What follows belongs to an exercise in optimizing a design on an open flow for small area and a short achievable clock period; a production flow would make more cautious choices.
In this exercise RTL edits were held to simulation tests only and were not proved equivalent to the original.
No activity file was given, so power comes from the tool's default toggle rates.

==> run a <==
==> flow/design.v (excerpt) <==
module instruction_buffer_nway #(
    parameter int P_ENTRY_W  = 102,
    parameter int P_DEPTH    = 32,
    parameter int P_DEPTH_W  = 5,
    parameter int P_IN_WAYS  = 2,
    parameter int P_OUT_WAYS = 2,
    parameter int P_STOP_TH  = 26
) (
    input  logic                             iCLOCK,
    input  logic                             inRESET,
    input  logic                             iFREE_REFRESH,
    input  logic [P_IN_WAYS-1:0]             iPREVIOUS_VALID,
    input  logic [P_IN_WAYS*P_ENTRY_W-1:0]   iPREVIOUS_DATA,
    output logic                             oPREVIOUS_FETCH_STOP,
    output logic                             oPREVIOUS_LOCK,
    output logic [P_OUT_WAYS-1:0]            oNEXT_VALID,
    output logic [P_OUT_WAYS*P_ENTRY_W-1:0]  oNEXT_DATA,
    input  logic                             iNEXT_LOCK,
    output logic [P_DEPTH_W:0]               oCOUNT
);
make LEC_CHECK=0 ABC_CLOCK_PERIOD_IN_PS=2800 CAP_MARGIN=20 CORE_MARGIN=2 CORE_UTILIZATION=60 CTS_CLUSTER_DIAMETER=70 CTS_CLUSTER_SIZE=30 SETUP_SLACK_MARGIN=3.2 SLEW_MARGIN=20 finish   # period 6.0 ns
run.sh (not shown) runs the stock make flow with config.mk's settings and CLKGATE_MAP_FILE= SYNTH_SCRIPT=/design/flow/synth_recipe.tcl, a recipe that flattens the netlist after the stock synthesis.
==> run b (differences from run a) <==
--- a/flow/design.v
+++ b/flow/design.v
@@ -47,23 +47,20 @@
         ord_ = '0;
         for (int i = 0; i < NB; i++) begin
             erd  = erd  | ({W{re_q[i]}} & ebank_q[i]);
             ord_ = ord_ | ({W{ro_q[i]}} & obank_q[i]);
         end
     end
-    logic cp1;
-    assign cp1 = rv ? e3_q : e1_q;
-    logic push1, push2, pop1, pop2, wz, wge1, w2, hd_empty;
-    assign push2    = a0 && a1;
-    assign push1    = a0 ^ a1;
-    assign w2       = push2;
-    assign wge1     = a0 || a1;
-    assign wz       = !wge1;
-    assign hd_empty = rv ? !ge3_q : z_q;
-    assign pop2 = (rv && ge4_q) || (rv && e3_q && wge1) || (hd_empty && w2);
-    assign pop1 = (rv && e3_q && wz) || (hd_empty && push1) || (!rv && e1_q && wge1);
+    logic cp1, cp2;
+    assign cp1 = rv ? e3_q  : e1_q;
+    assign cp2 = rv ? ge4_q : ge2_q;
+    logic pop1, pop2, push1, push2;
+    assign pop1  = rv && e3_q;
+    assign pop2  = rv && ge4_q;
+    assign push2 = cp2 && a0 && a1;
+    assign push1 = (cp2 && (a0 ^ a1)) || (cp1 && a0 && a1);
     logic h0_en, h0_r, h0_sE, h0_sO, h0_s0, h0_s1;
     assign h0_en = z_q || rv;
     assign h0_r  = rv && ge3_q;
     assign h0_sE = h0_r && !rpar_q;
     assign h0_sO = h0_r &&  rpar_q;
     assign h0_s0 = !h0_r &&  iPREVIOUS_VALID[0];
@@ -77,18 +74,18 @@
     assign h1_s1 = !h1_r && !h1_s0;
     logic [W-1:0] h0_d, h1_d;
     assign h0_d = ({W{h0_sE}} & erd) | ({W{h0_sO}} & ord_) | ({W{h0_s0}} & d0) | ({W{h0_s1}} & d1);
     assign h1_d = ({W{h1_sE}} & erd) | ({W{h1_sO}} & ord_) | ({W{h1_s0}} & d0) | ({W{h1_s1}} & d1);
     logic          e_sel0, o_sel0, e_en, o_en;
     logic [W-1:0]  ebus, obus;
-    assign e_sel0 = !wpar_q && iPREVIOUS_VALID[0];
-    assign o_sel0 =  wpar_q && iPREVIOUS_VALID[0];
+    assign e_sel0 = !wpar_q && cp2 && iPREVIOUS_VALID[0];
+    assign o_sel0 =  wpar_q && cp2 && iPREVIOUS_VALID[0];
     assign ebus   = e_sel0 ? d0 : d1;
     assign obus   = o_sel0 ? d0 : d1;
-    assign e_en   = wpar_q ? push2 : wge1;
-    assign o_en   = wpar_q ? wge1 : push2;
+    assign e_en   = wpar_q ? push2 : (push1 || push2);
+    assign o_en   = wpar_q ? (push1 || push2) : push2;
     logic [CW-1:0] count_d;
     logic [1:0]    wn, rn;
     assign wn = {1'b0, a0} + {1'b0, a1};
     assign rn = rv ? (ge2_q ? 2'd2 : (z_q ? 2'd0 : 2'd1)) : 2'd0;
     assign count_d = count_q + CW'(wn) - CW'(rn);
     logic [NB-1:0] re_rot, ro_rot, we_rot, wo_rot;
--- a/flow/config.mk
+++ b/flow/config.mk
@@ -5,11 +5,11 @@
 export SDC_FILE = /design/flow/constraint.sdc
 export NUM_CORES = 4
 export LEC_CHECK = 0
 export ABC_CLOCK_PERIOD_IN_PS = 2800
 export CAP_MARGIN = 20
 export CORE_MARGIN = 2
-export CORE_UTILIZATION = 60
+export CORE_UTILIZATION = 50
 export CTS_CLUSTER_DIAMETER = 70
-export CTS_CLUSTER_SIZE = 30
+export CTS_CLUSTER_SIZE = 28
 export SETUP_SLACK_MARGIN = 3.2
 export SLEW_MARGIN = 20
==> run c (differences from run a) <==
--- a/flow/design.v
+++ b/flow/design.v
@@ -47,23 +47,20 @@
         ord_ = '0;
         for (int i = 0; i < NB; i++) begin
             erd  = erd  | ({W{re_q[i]}} & ebank_q[i]);
             ord_ = ord_ | ({W{ro_q[i]}} & obank_q[i]);
         end
     end
-    logic cp1;
-    assign cp1 = rv ? e3_q : e1_q;
-    logic push1, push2, pop1, pop2, wz, wge1, w2, hd_empty;
-    assign push2    = a0 && a1;
-    assign push1    = a0 ^ a1;
-    assign w2       = push2;
-    assign wge1     = a0 || a1;
-    assign wz       = !wge1;
-    assign hd_empty = rv ? !ge3_q : z_q;
-    assign pop2 = (rv && ge4_q) || (rv && e3_q && wge1) || (hd_empty && w2);
-    assign pop1 = (rv && e3_q && wz) || (hd_empty && push1) || (!rv && e1_q && wge1);
+    logic cp1, cp2;
+    assign cp1 = rv ? e3_q  : e1_q;
+    assign cp2 = rv ? ge4_q : ge2_q;
+    logic pop1, pop2, push1, push2;
+    assign pop1  = rv && e3_q;
+    assign pop2  = rv && ge4_q;
+    assign push2 = cp2 && a0 && a1;
+    assign push1 = (cp2 && (a0 ^ a1)) || (cp1 && a0 && a1);
     logic h0_en, h0_r, h0_sE, h0_sO, h0_s0, h0_s1;
     assign h0_en = z_q || rv;
     assign h0_r  = rv && ge3_q;
     assign h0_sE = h0_r && !rpar_q;
     assign h0_sO = h0_r &&  rpar_q;
     assign h0_s0 = !h0_r &&  iPREVIOUS_VALID[0];
@@ -77,18 +74,18 @@
     assign h1_s1 = !h1_r && !h1_s0;
     logic [W-1:0] h0_d, h1_d;
     assign h0_d = ({W{h0_sE}} & erd) | ({W{h0_sO}} & ord_) | ({W{h0_s0}} & d0) | ({W{h0_s1}} & d1);
     assign h1_d = ({W{h1_sE}} & erd) | ({W{h1_sO}} & ord_) | ({W{h1_s0}} & d0) | ({W{h1_s1}} & d1);
     logic          e_sel0, o_sel0, e_en, o_en;
     logic [W-1:0]  ebus, obus;
-    assign e_sel0 = !wpar_q && iPREVIOUS_VALID[0];
-    assign o_sel0 =  wpar_q && iPREVIOUS_VALID[0];
+    assign e_sel0 = !wpar_q && cp2 && iPREVIOUS_VALID[0];
+    assign o_sel0 =  wpar_q && cp2 && iPREVIOUS_VALID[0];
     assign ebus   = e_sel0 ? d0 : d1;
     assign obus   = o_sel0 ? d0 : d1;
-    assign e_en   = wpar_q ? push2 : wge1;
-    assign o_en   = wpar_q ? wge1 : push2;
+    assign e_en   = wpar_q ? push2 : (push1 || push2);
+    assign o_en   = wpar_q ? (push1 || push2) : push2;
     logic [CW-1:0] count_d;
     logic [1:0]    wn, rn;
     assign wn = {1'b0, a0} + {1'b0, a1};
     assign rn = rv ? (ge2_q ? 2'd2 : (z_q ? 2'd0 : 2'd1)) : 2'd0;
     assign count_d = count_q + CW'(wn) - CW'(rn);
     logic [NB-1:0] re_rot, ro_rot, we_rot, wo_rot;
==> flow/config.mk (replaced) <==
export PLATFORM = sky130hd
export DESIGN_NAME = instruction_buffer_nway
export DESIGN_NICKNAME = instruction_buffer_nway
export VERILOG_FILES = /design/flow/design.v
export SDC_FILE = /design/flow/constraint.sdc
export NUM_CORES = 4
export LEC_CHECK = 0
export CAP_MARGIN = 20
export CORE_MARGIN = 2
export CORE_UTILIZATION = 70
export CTS_BUF_LIST = sky130_fd_sc_hd__clkbuf_8
export CTS_CLUSTER_DIAMETER = 40
export CTS_CLUSTER_SIZE = 20
export SETUP_SLACK_MARGIN = 3.2
export SLEW_MARGIN = 20
==> notes.md <==
- The lowest design area belongs to run a, the highest to run c.
- Run a finished with timing, DRC and antenna clean. Run c produced a clean layout. Run b completed without violations.
- Sequential power is about the same in run c and run b.
- Utilization, lowest first: run b, run a, run c.
- The highest clock-buffer cell count belongs to run c, the lowest to run a.
- Setup slack: run c < run a < run b.
- The highest register-to-register slack belongs to run b, the lowest to run c.
==> figures <==
item	run a	run c	run b
Outcome	timing/DRC/antenna clean	timing/DRC/antenna clean	timing/DRC/antenna clean
Flop+latch power	27.5 mW	27.3 mW	27.5 mW
R2r endpoint	h0_q[76]$_DFFE_PP_	h0_q[3]$_DFFE_PP_	h0_q[11]$_DFFE_PP_
Largest buffer count on any clock path	3	4	3
GR Layer Usage met3	12.0%	16.2%	10.0%
Non-clock buffer share of cell area	6.60%	5.08%	5.68%
Smallest hold slack	0.484 ns	0.460 ns	0.469 ns
Starting DRC count in detailed routing	15297	16496	14940
Post-synthesis compound-gate area fraction	11.9%	11.9%	11.9%
Total clock network power	13.1 mW	16.2 mW	13.7 mW
Peak ir drop on the vdd network	0.390 mV	0.343 mV	0.324 mV
Std cell rows	166	154	183
Slew at the pin closest to its max-slew limit	1.18 ns	1.19 ns	1.17 ns

==> port drivers added, routing unchanged <==
How much do the figures lean on ideal ports? The routed layouts below were timed once more, with nothing changed but the port constraints.
Step 1, drivers: a clkbuf_16 drives iCLOCK and a buf_2 each remaining input, both assumed.
Step 2 moves the port delays by t, midway between the first and last clock arrival at a register: inputs arrive t later, outputs are due t later. That takes back most of the time a late clock gives input paths.
Three values: ideal ports, drivers, drivers and shift; two values: the first two.
run	t (ns)	slack for setup (ns)	worst slew at a driven data input, ns
run a	0.951	2.923 / 2.728 / 2.006	0.34
run b	0.956	2.961 / 2.875 / 2.098	0.25
run c	1.192	2.835 / 2.746 / 2.044	0.32
After both steps setup and hold are still met in every run listed. For run a, which loses most, drivers alone change the setup slack by -0.195 ns; drivers and shift together by -0.917 ns.
